Context: an optimization exercise on an open-source flow, tuned for small area and a short achievable clock period. The choices shown serve that exercise and are no tape-out recipe. Power and IR drop assume default switching activity.

==> inputs of 06-25 <==
// mac_array_2x2
module mac_array_2x2
#(
  parameter int DATA_W = mac_pkg::DATA_W,
  parameter int ACC_W  = mac_pkg::ACC_W
) (
  input  logic                  clk,
  input  logic                  rst_n,
  input  logic                  en,
  input  logic                  clear,
  input  logic [4*DATA_W-1:0]   a,
  input  logic [4*DATA_W-1:0]   b,
  output logic [4*ACC_W-1:0]    acc
);
clock: 6.5 ns
lec_check: 0
cap_margin: 20
core_margin: 2
core_utilization: 40
setup_slack_margin: 2.0
slew_margin: 20
standard.sh (not shown) runs the stock make flow with config.mk's settings and CLKGATE_MAP_FILE= SYNTH_SCRIPT=/design/flow/synth_recipe.tcl, a recipe that flattens the netlist after the stock synthesis.
==> flow/flow/run.sh <==
#!/bin/bash
# Layout: the standard flow (standard.sh), with the port buffers that
# global placement inserts made plain buf_1 cells (the resizer sizes them up
# where timing needs it) instead of the delay buffers the resizer picks by
# default.  make's full output goes to standard.log; each ORFS step also keeps
# its own log under orfs/logs/.
set -euo pipefail
export BUFFER_PORTS_ARGS="-buffer_cell sky130_fd_sc_hd__buf_1"
bash standard.sh > standard.log 2>&1
==> inputs of 10-14, as changes to 06-25 <==
==> flow/flow/run.sh (replaced) <==
#!/bin/bash
# Layout: the standard flow (standard.sh), with the port buffers that
# global placement inserts made plain buf_2 cells instead of the delay buffers
# the resizer picks by default.  make's full output goes to standard.log; each
# ORFS step also keeps its own log under orfs/logs/.
set -euo pipefail
export BUFFER_PORTS_ARGS="-buffer_cell sky130_fd_sc_hd__buf_2"
bash standard.sh > standard.log 2>&1
--- a/flow/config.mk
+++ b/flow/config.mk
@@ -10,3 +10,3 @@
 export CORE_UTILIZATION = 40
-export SETUP_SLACK_MARGIN = 2.0
+export SETUP_SLACK_MARGIN = 2.2
 export SLEW_MARGIN = 20
==> run summary <==
- The number of inserted filler cells in the final layout is 4009.
- The slew of the pin with the lowest slew margin is 0.797 ns.
- The met1 wire length is 18400 um.
- The run finished with no timing, DRC or antenna violations.
- The combinational gate power is 2.45 mW.
- Once the clock tree was built, the resizer swapped 67 gates to a different size.
- The worst-case headroom to the max-slew limit is 46.9%.
- Wire segments on met3 add up to 2250 um in the final route.
- The length of routed met2 wiring is 20300 um.
- For this run, the detailed router's first-pass iteration total came to 5.
- Global routing consumed, on the met3 layer, 4.16% of the routing resources.
- On the final layout, the worst hold slack is 0.495 ns.
- The total routing resource utilization after global routing is 19.9%.
That was 10-14.
==> run summary <==
- The run finished with no timing, DRC or antenna violations.
- Summed over all combinational cells, the power is 2.29 mW.
- The worst-case headroom to the max-slew limit is 47.2%.
- The post-cts sizing count is 21.
- Summed over all nets, wire length on met2 after detailed routing comes to 19800 um.
- The total met3 wirelength after detailed routing is 2280 um.
- In the final routing, the length of wire on met1 measures 17600 um.
- The number of inserted filler cells in the final layout is 4114.
- For the pin with the worst max-slew slack, the measured transition is 0.791 ns.
- The routing usage on met3 is 4.98%.
- The total routing resource utilization after global routing is 19.3%.
That was 06-25.
No functional check of the RTL was part of any run of this note.

* * *

==> job 4254: inputs <==
mac_array_2x2, a different RTL version from the one above (not shown whole).
==> flow/config.mk <==
export PLATFORM = sky130hd
export DESIGN_NAME = mac_array_2x2
export DESIGN_NICKNAME = mac_array_2x2
export VERILOG_FILES = /design/flow/design.v
export SDC_FILE = /design/flow/constraint.sdc
export NUM_CORES = 4
export LEC_CHECK = 0
export CAP_MARGIN = 20
export CORE_MARGIN = 2
export CORE_UTILIZATION = 40
export SETUP_SLACK_MARGIN = 2.3
export SLEW_MARGIN = 20
export SYNTH_HIERARCHICAL = 1
export SYNTH_MINIMUM_KEEP_SIZE = 0
==> flow/constraint.sdc <==
create_clock -name core_clock -period 6.5 [get_ports {clk}]
set_input_delay 1.3000 -clock core_clock [delete_from_list [all_inputs] [get_ports {clk}]]
set_output_delay 1.3000 -clock core_clock [all_outputs]
set_load 0.01 [all_outputs]
==> flow/flow/run.sh <==
#!/bin/bash
# Layout: the standard flow (standard.sh), with the port buffers that
# global placement inserts made plain buf_1 cells (the resizer sizes them up
# where timing needs it) instead of the delay buffers the resizer picks by
# default.  make's full output goes to standard.log; each ORFS step also keeps
# its own log under orfs/logs/.
set -euo pipefail
export BUFFER_PORTS_ARGS="-buffer_cell sky130_fd_sc_hd__buf_1"
bash standard.sh > standard.log 2>&1
==> job 776 (differences from job 4254) <==
--- a/flow/design.v
+++ b/flow/design.v
@@ -110,16 +110,16 @@
   wire sum188 = p120 ^ G165;
   wire sum189 = p121 ^ G167;
   wire sum190 = p122 ^ G169;
   wire sum191 = p123 ^ G177;
   wire sum192 = p124 ^ G179;
   wire [15:0] lo_v = {sum192, sum191, sum190, sum189, sum188, sum187, sum186, sum185, sum184, sum183, s_r[5], s_r[4], s_r[3], s_r[2], s_r[1], s_r[0]};
   wire [15:0] hi_c0, hi_c1, hi_v;
-  mac_hipre u_hipre (.h(h_r), .q(r0_r[10]), .hi0(hi_c0), .hi1(hi_c1));
-  mac_hisel u_hisel (.hi0(hi_c0), .hi1(hi_c1), .c(G181), .hi(hi_v));
+  mac_hipre u_hipre (.h(h_r), .q(r0_r[10]), .hi0_n(hi_c0), .hi1_n(hi_c1));
+  mac_hisel u_hisel (.hi0_n(hi_c0), .hi1_n(hi_c1), .c(G181), .hi(hi_v));
   wire [31:0] acc_v = {hi_v, lo_v};
   wire [7:0] ag = a & {8{en}};
   wire [63:0] pp;
   mac_pp u_pp (.a(ag), .b(b), .pp(pp));
   wire s1 = pp[5] ^ pp[12];
   wire c2 = pp[5] & pp[12];
   wire s3, c3;
@@ -301,29 +301,29 @@
   output logic c
 );
   assign {c, s} = x + y + z;
 endmodule
 module mac_hipre (
   input  logic [15:0] h,
   input  logic        q,
-  output logic [15:0] hi0,
-  output logic [15:0] hi1
+  output logic [15:0] hi0_n,
+  output logic [15:0] hi1_n
 );
   wire [15:0] h_m1 = h - 16'd1;
   wire [15:0] h_p1 = h + 16'd1;
-  assign hi0 = q ? h : h_m1;
-  assign hi1 = q ? h_p1 : h;
+  assign hi0_n = ~(q ? h : h_m1);
+  assign hi1_n = ~(q ? h_p1 : h);
 endmodule
 module mac_hisel (
-  input  logic [15:0] hi0,
-  input  logic [15:0] hi1,
+  input  logic [15:0] hi0_n,
+  input  logic [15:0] hi1_n,
   input  logic        c,
   output logic [15:0] hi
 );
-  assign hi = c ? hi1 : hi0;
+  assign hi = ~(c ? hi1_n : hi0_n);
 endmodule
 module mac_pp (
   input  logic [7:0]  a,
   input  logic [7:0]  b,
   output logic [63:0] pp
 );
   for (genvar i = 0; i < 8; i++) begin : g_i
Settings changed: CTS_BUF_LIST set to sky130_fd_sc_hd__clkbuf_4 sky130_fd_sc_hd__clkbuf_8.
==> comparison table <==
| metric | job 776 | job 4254 |
|---|---|---|
| Tightest hold margin | 0.583 ns | 0.577 ns |
| Fraction of area in registers | 0.191 | 0.187 |
| Adder and majority cell fraction of the synthesized area | 0.312 | 0.308 |
| Slack of the critical path | 2.44 ns | 2.41 ns |
| Timing-limited maximum frequency | 246 MHz | 244 MHz |
| Internal | 2580 uW | 2860 uW |
| Area growth from synthesis to layout | 8.39% | 9.80% |
| Die outline height | 210 um | 211 um |
| Final antenna diode count | 0 | 3 |
| GRT met3 Usage | 0.0480 | 0.0417 |
| Clock latency reported for the late side of the worst-skew pair | 0.57 ns | 0.49 ns |
| Clock group share of total power | 0.187 | 0.230 |
| Transition time at the pin with the least slew margin | 0.606 ns | 0.624 ns |
| Data arrival time of the critical path | 2.76 ns | 2.79 ns |
| Area of all sequential standard cells | 3530 um^2 | 3530 um^2 |
| Worst slew slack as a fraction of its limit | 0.592 | 0.580 |
| Final worst path period share | 0.624 | 0.630 |
| Non-filler instance count after layout | 2424 | 2429 |
| Power dissipated in the clock network | 823 uW | 1090 uW |
| Result of the run | complete, no violations | complete, no violations |
| Static leakage | 0.00758 uW | 0.00840 uW |
| Area of the multi-input gates | 12700 um^2 | 12900 um^2 |
| Total routing resource utilization after global routing | 0.188 | 0.191 |
| Detail Placement HPWL | 31400 um | 31500 um |
| Post-layout utilization of the core | 0.440 | 0.447 |
| Crit path max fanout | 16 | 8 |
No run of this note included a check of the RTL's function; only the layout flow was run.

[what the ideal ports hide]
The results above use ideal ports. As a check the final layouts listed here were re-extracted and re-timed, cells and wires unchanged.
Step 1 assumes that a clkbuf_16 drives the clock port and a buf_2 every other input.
Step 2, shift: input delay + t, output delay - t, t = (earliest + latest rising clock arrival at the registers) / 2. This alone moves slack from input paths to output paths.
Slacks: ideal / step 1 / step 2; pairs: ideal / step 1.
| run | shift t [ns] | setup slack, ns | hold WS [ns] |
|---|---|---|---|
| 06-25 | 0.540 | 2.089 / 2.036 / 1.851 | 0.485 / 0.485 / 0.485 |
| 10-14 | 0.518 | 2.133 / 2.078 / 1.823 | 0.495 / 0.495 / 0.495 |
| job 4254 | 0.538 | 2.406 / 2.350 / 1.909 | 0.577 / 0.577 / 0.577 |
| job 776 | 0.611 | 2.443 / 2.392 / 1.867 | 0.583 / 0.583 / 0.583 |
After both steps every run listed still meets setup and hold. The setup slack of job 776, which loses most, moves by -0.051 ns with the drivers and by -0.576 ns with both steps.
